This is an optimization exercise on Yosys and OpenROAD, whose aim is a short achievable clock period and few clock cycles, not a production implementation.
The RTL was checked by simulation tests, not by an equivalence proof against the original design.
Power and IR drop assume default switching activity.

--- run.sh ---
#!/bin/bash
# synth_recipe.tcl (not shown) runs the flow's synth.tcl, then flattens the netlist and writes it again
# the make line also repeats each setting of config.mk as NAME=value (left out here)
make -C /OpenROAD-flow-scripts/flow DESIGN_CONFIG=/design/flow/config.mk WORK_HOME=/design/flow/orfs CLKGATE_MAP_FILE= SYNTH_SCRIPT=/design/flow/synth_recipe.tcl finish
--- config.mk ---
export PLATFORM = sky130hd
export DESIGN_NAME = imem_icache
export DESIGN_NICKNAME = imem_icache
export VERILOG_FILES = /design/flow/design.v
export SDC_FILE = /design/flow/constraint.sdc
export NUM_CORES = 4
export LEC_CHECK = 0
export CAP_MARGIN = 20
export CORE_MARGIN = 2
export CORE_UTILIZATION = 40
export SLEW_MARGIN = 20
--- constraint.sdc ---
create_clock -name core_clock -period 8.0 [get_ports {clk}]
set_input_delay 1.6000 -clock core_clock [delete_from_list [all_inputs] [get_ports {clk}]]
set_output_delay 1.6000 -clock core_clock [all_outputs]
set_load 0.01 [all_outputs]
--- design.v ---
module imem_icache #(
  parameter int ADDR_WIDTH     = 32,
  parameter int INST_WIDTH     = 32,
  parameter int LINES          = 16,
  parameter int WORDS_PER_LINE = 4
) (
  input  logic                  clk,
  input  logic                  rst,
  input  logic [ADDR_WIDTH-1:0] cpu_addr,
  input  logic                  cpu_read,
  output logic [INST_WIDTH-1:0] cpu_rdata,
  output logic                  cpu_stall,
  input  logic                  inv,
  output logic                  mem_req,
  output logic [ADDR_WIDTH-1:0] mem_addr,
  input  logic                  mem_gnt,
  input  logic                  mem_rvalid,
  input  logic [INST_WIDTH-1:0] mem_rdata
);
  localparam int OFF   = $clog2(WORDS_PER_LINE);
  localparam int IDX   = $clog2(LINES);
  localparam int TAG_W = ADDR_WIDTH - 2 - OFF - IDX;
  localparam int NW    = LINES * WORDS_PER_LINE;
  localparam logic [INST_WIDTH-1:0] NOP = INST_WIDTH'(32'h0000_0013);
  typedef enum logic [1:0] {IDLE, REQ, WAIT, RESP} state_e;
  state_e                state_q, state_d;
  logic [LINES-1:0][TAG_W-1:0]   tag_q;
  logic [LINES-1:0][TAG_W-1:0]   tag_d;
  logic [NW-1:0][INST_WIDTH-1:0] data_q;
  logic [NW-1:0][INST_WIDTH-1:0] data_d;
  logic [LINES-1:0]      valid_q, valid_d;
  logic [TAG_W-1:0]      ltag_q, ltag_d;
  logic [IDX-1:0]        lidx_q, lidx_d;
  logic [OFF-1:0]        loff_q, loff_d;
  logic [OFF-1:0]        cnt_q, cnt_d;
  logic                  inv_pend_q, inv_pend_d;
  logic [INST_WIDTH-1:0] rdata_q, rdata_d;
  logic                  stall_q, stall_d;
  logic                  req_q, req_d;
  logic [ADDR_WIDTH-1:0] maddr_q, maddr_d;
  logic [OFF-1:0]   c_off;
  logic [IDX-1:0]   c_idx;
  logic [TAG_W-1:0] c_tag;
  logic             hit_s;
  logic [OFF-1:0]   cnt_inc_s;
  logic             unused_addr_bits;
  assign c_off            = cpu_addr[2 +: OFF];
  assign c_idx            = cpu_addr[2+OFF +: IDX];
  assign c_tag            = cpu_addr[ADDR_WIDTH-1 -: TAG_W];
  assign hit_s            = valid_q[c_idx] && (tag_q[c_idx] == c_tag);
  assign cnt_inc_s        = cnt_q + OFF'(1);
  assign unused_addr_bits = ^cpu_addr[1:0];
  always_comb begin
    state_d    = state_q;
    tag_d      = tag_q;
    data_d     = data_q;
    valid_d    = valid_q;
    ltag_d     = ltag_q;
    lidx_d     = lidx_q;
    loff_d     = loff_q;
    cnt_d      = cnt_q;
    inv_pend_d = inv_pend_q;
    rdata_d    = rdata_q;
    stall_d    = stall_q;
    req_d      = req_q;
    maddr_d    = maddr_q;
    case (state_q)
      IDLE, RESP: begin
        state_d    = IDLE;
        stall_d    = 1'b0;
        inv_pend_d = 1'b0;
        if (cpu_read) begin
          if (hit_s) begin
            rdata_d = data_q[{c_idx, c_off}];
          end else begin
            ltag_d  = c_tag;
            lidx_d  = c_idx;
            loff_d  = c_off;
            cnt_d   = '0;
            state_d = REQ;
            stall_d = 1'b1;
            req_d   = 1'b1;
            maddr_d = {c_tag, c_idx, {OFF{1'b0}}, 2'b00};
          end
        end else begin
          rdata_d = rdata_q;
        end
        if (inv) begin
          valid_d = '0;
        end else begin
          valid_d = valid_q;
        end
      end
      REQ: begin
        stall_d = 1'b1;
        if (inv) begin
          inv_pend_d = 1'b1;
        end else begin
          inv_pend_d = inv_pend_q;
        end
        if (mem_gnt) begin
          req_d   = 1'b0;
          state_d = WAIT;
        end else begin
          req_d   = 1'b1;
        end
      end
      WAIT: begin
        stall_d = 1'b1;
        if (inv) begin
          inv_pend_d = 1'b1;
        end else begin
          inv_pend_d = inv_pend_q;
        end
        if (mem_rvalid) begin
          data_d[{lidx_q, cnt_q}] = mem_rdata;
          if (&cnt_q) begin
            tag_d[lidx_q] = ltag_q;
            if (inv_pend_q || inv) begin
              valid_d = '0;
            end else begin
              valid_d[lidx_q] = 1'b1;
            end
            inv_pend_d = 1'b0;
            state_d    = RESP;
            stall_d    = 1'b0;
            rdata_d    = data_d[{lidx_q, loff_q}];
          end else begin
            cnt_d   = cnt_inc_s;
            state_d = REQ;
            req_d   = 1'b1;
            maddr_d = {ltag_q, lidx_q, cnt_inc_s, 2'b00};
          end
        end else begin
          state_d = WAIT;
        end
      end
      default: begin
        state_d = IDLE;
      end
    endcase
  end
  always_ff @(posedge clk) begin
    if (rst) begin
      state_q    <= IDLE;
      valid_q    <= '0;
      ltag_q     <= '0;
      lidx_q     <= '0;
      loff_q     <= '0;
      cnt_q      <= '0;
      inv_pend_q <= 1'b0;
      rdata_q    <= NOP;
      stall_q    <= 1'b0;
      req_q      <= 1'b0;
      maddr_q    <= '0;
    end else begin
      state_q    <= state_d;
      valid_q    <= valid_d;
      ltag_q     <= ltag_d;
      lidx_q     <= lidx_d;
      loff_q     <= loff_d;
      cnt_q      <= cnt_d;
      inv_pend_q <= inv_pend_d;
      rdata_q    <= rdata_d;
      stall_q    <= stall_d;
      req_q      <= req_d;
      maddr_q    <= maddr_d;
    end
  end
  always_ff @(posedge clk) begin
    tag_q  <= tag_d;
    data_q <= data_d;
  end
  assign cpu_rdata    = rdata_q;
  assign cpu_stall    = stall_q;
  assign mem_req  = req_q;
  assign mem_addr = maddr_q;
endmodule
==> impl_metrics.json <==
{
  "status": "timing/DRC/antenna clean",
  "slew_viol_final": 0,
  "synth_xor_area_share_pct": 0.246,
  "drc_errors": 0,
  "place_hpwl_um": 414000,
  "grt_use_total_pct": 34.6,
  "layout_commonest_cell": "edfxtp_1",
  "critPathKind": "flip-flop to flip-flop",
  "die_x_um": 607,
  "nFillCells": 31984,
  "cts_max_path_buffers": 4,
  "synth_area_per_cell_sq_um": 14.0,
  "drt_iter0_markers": 19800,
  "cp-startpoint": "lidx_q[1]$_SDFFE_PP0P_",
  "hold_viol_final": 0,
  "cts_htree_levels": 5,
  "insertion_delay_ns": 0.98,
  "synth_top_family_by_area": "multiplexers",
  "p_total_mw": 32.6,
  "use_met2_pct": 49.6,
  "worst-slew-pin-transition_ns": 1.33,
  "rsz0062_at_grt": "false",
  "cp-start-kind": "flip-flop",
  "coreArea_sq_um": 362000,
  "synthAdderAreaFrac_pct": 0.177,
  "hold_buffers": 0,
  "cts_tree": "built",
  "worst-path-max-fanout": 32,
  "drt-pass1-iter-count": 7,
  "syn_area_sq_um": 145000,
  "synth_edf_count": 2432,
  "die_y_um": 607,
  "ys.flop_type": "edfxtp_1",
  "postCtsSetupBuffers": 0,
  "vias_per_cell": 7.20,
  "num_vias": 110951,
  "io_buffers": 131,
  "setup_tns_ns": 0,
  "required_ns": 8.87,
  "cellPowerDensity_nw_per_um2": 200,
  "ant_nets": 0,
  "ir_drop_mv": 0.158,
  "ys_ff_latch": 2545,
  "setup_viol": 0,
  "worstPathArrival_ns": 7.73,
  "syn-instance-count": 10398,
  "met1_usage_pct": 44.3,
  "hp-class": "flip-flop to flip-flop",
  "area_growth_pct": 12.3,
  "antenna_found_initial": 74,
  "floorplan.initialDensity_pct": 40.1,
  "clk_pin_slew_worst_paths_ns": 0.06,
  "cap_violations": 0,
  "layout_common_cells": "2432 x edfxtp_1, 1969 x mux2_2, 758 x nand2_1",
  "numClockSinks": 2545,
  "timing.rr.start": "lidx_q[1]$_SDFFE_PP0P_",
  "gr-total-overflow": 0,
  "dieArea_sq_um": 368000,
  "ctsResizeCount": 0,
  "yosys.area_share.simple_pct": 5.18,
  "final_nets": 10412,
  "endpoint_kind": "flip-flop",
  "grt_pass1_vias": 105382,
  "io_pins": 136,
  "drive_gt1_share_pct": 36.8,
  "fin_crit_ns": 6.87,
  "worst_hold_slack_ns": 0.470,
  "drt_wl_total_um": 656000,
  "ys_seq_area_share_pct": 51.8,
  "final_cells": 15408,
  "gr-usage-met3_pct": 11.6,
  "slew_headroom_pct": 11.4,
  "rows": 221,
  "muxShareOfSynthArea_pct": 29.6,
  "finalCritPeriodShare_pct": 85.8,
  "yosysWarnings": 1,
  "dpl.cell_count": 14814,
  "place_congestion": 0.981,
  "ys_types": 113,
  "cts_root_buffer": "clkbuf_16",
  "grt_pass1_wl_um": 884000,
  "async_flop_share_pct": 0,
  "grt_start_max_net_pins": 182,
  "grt.busiest_layer": "met2",
  "wire_per_inst_um": 42.6,
  "hp-start": "valid_q[14]$_SDFFE_PP0P_",
  "fmax_mhz": 146,
  "p_leak_nw": 51.8,
  "finClkSkew_ns": 0.0646,
  "synth_compound_area_share_pct": 9.71,
  "numCtsBuffers": 298
}
## cell families (layout without fill, tap and decap cells)
kind of cell             Yosys count  in the layout
multiplexers                    3127           3127
flip-flops                      2545           2545
AO/OA/AOI/OAI                   1908           1908
AND/OR/NAND/NOR                 1663           1663
buffers and inverters           1095           1258
XOR/XNOR                          39             39
adder cells (fa/ha/maj)           20             20
other                              1             54
## cell type report
type                    count  area (sq um)  share of cell area, %
flip-flops and latches   2545         75300                   46.2
multi-input cells        6759         66100                   40.5
clock buffers             413          8380                   5.14
well taps                4794          6000                   3.68
repair buffers            644          5840                   3.58
clock inverters           127          1120                  0.684
inverters                  74           298                  0.183
diodes                     52           130                 0.0798
## cells in the mapped netlist, types with 68 or more instances
| master | instances | area [sq um] |
|---|---|---|
| nand3_1 | 103 | 515 |
| mux2_2 | 1969 | 22200 |
| nor2_1 | 415 | 1560 |
| a22o_1 | 282 | 2470 |
| buf_2 | 195 | 976 |
| inv_1 | 71 | 267 |
| a211oi_1 | 68 | 510 |
| o22ai_1 | 88 | 551 |
| o21ai_0 | 350 | 1750 |
| clkbuf_1 | 636 | 2390 |
| a21oi_1 | 207 | 1040 |
| a221oi_1 | 94 | 823 |
| buf_1 | 123 | 462 |
| mux4_2 | 738 | 16600 |
| a22oi_1 | 197 | 1480 |
| dfxtp_1 | 113 | 2260 |
| o211ai_1 | 73 | 548 |
| mux2i_1 | 408 | 4080 |
| edfxtp_1 | 2432 | 73000 |
| nand2_1 | 774 | 2910 |
## stage by stage
stage | utilization, % | area [sq um] | setup WS [ns]
after floorplan | - | 145000 | -37.35
after global placement | 42.4 | 153000 | 1.29
after detailed placement | 42.4 | 153000 | 1.28
after CTS | 45.0 | 163000 | 1.50
after global routing | 45.0 | 163000 | 1.35
final | 45.1 | 163000 | 1.13
## routing by layer
metal / vias to the layer above / part of all wire (%)
met4: 54 / 8.1
met3: 2264 / 15
met5: - / 0.065
met2: 9765 / 42
met1: 57162 / 35
li1: 41706 / -
## where the power goes
group / switching [mW] / internal (mW)
logic: 2.87 / 1.21
registers: 0.137 / 14.6
clock network: 5.99 / 7.79
## worst max-delay path, cell delays in order (launching register included)
cell,delay (ns)
dfxtp_4,0.36
buf_4,0.66
buf_4,0.69
and2_1,0.77
nand2b_1,0.56
a211oi_4,1.12
buf_4,0.39
buf_4,0.32
mux2i_1,0.12
a221o_1,0.26
nor3_1,0.24
a31oi_1,0.09
o22ai_1,0.60
nor2_1,0.18
a31o_2,0.27
## path summary, 6_finish.rpt
kind	slack, ns	end	cells after the start
worst max-delay path	1.13	rdata_q[3]$_SDFFE_PP0P_	14
worst max register to register	1.13	rdata_q[3]$_SDFFE_PP0P_	14
worst min register to register	0.47	valid_q[14]$_SDFFE_PP0P_	2
worst min-delay path	0.47	valid_q[14]$_SDFFE_PP0P_	2
## flip-flops by register name (all words and copies together), names as in the netlist
register    cells
req_q           1
tag_q         384
ltag_q         24
rdata_q        32
data_q       2048
valid_q        16
state_q         2
maddr_q        29
lidx_q          4
cnt_q           1
stall_q         1
loff_q          2
inv_pend_q      1
Testbench counts, summed over its fixed seeds: cycles 37,213.

[re-timing with driven ports]
The results above use ideal ports. As a check the final layout listed here was re-extracted and re-timed, cells and wires unchanged.
Step 1 (the two cells are an assumption about what drives the block):
set clk [get_ports {clk}]
set_driving_cell -lib_cell sky130_fd_sc_hd__clkbuf_16 $clk
set_driving_cell -lib_cell sky130_fd_sc_hd__buf_2 [delete_from_list [all_inputs] $clk]
Step 2 also shifts input and output timing later by t, the mid clock arrival at the registers, as if the neighbouring blocks saw the same clock.
Three values: ideal ports, drivers, drivers and shift; two values: the first two.
shift t [ns]: 1.056
slack for setup (ns): 1.135 / 1.135 / 1.006
pins driven straight from the clock port: 1
After both steps setup and hold are still met in this run. For this run, drivers alone change the setup slack by 0.000 ns; drivers and shift together by -0.129 ns.
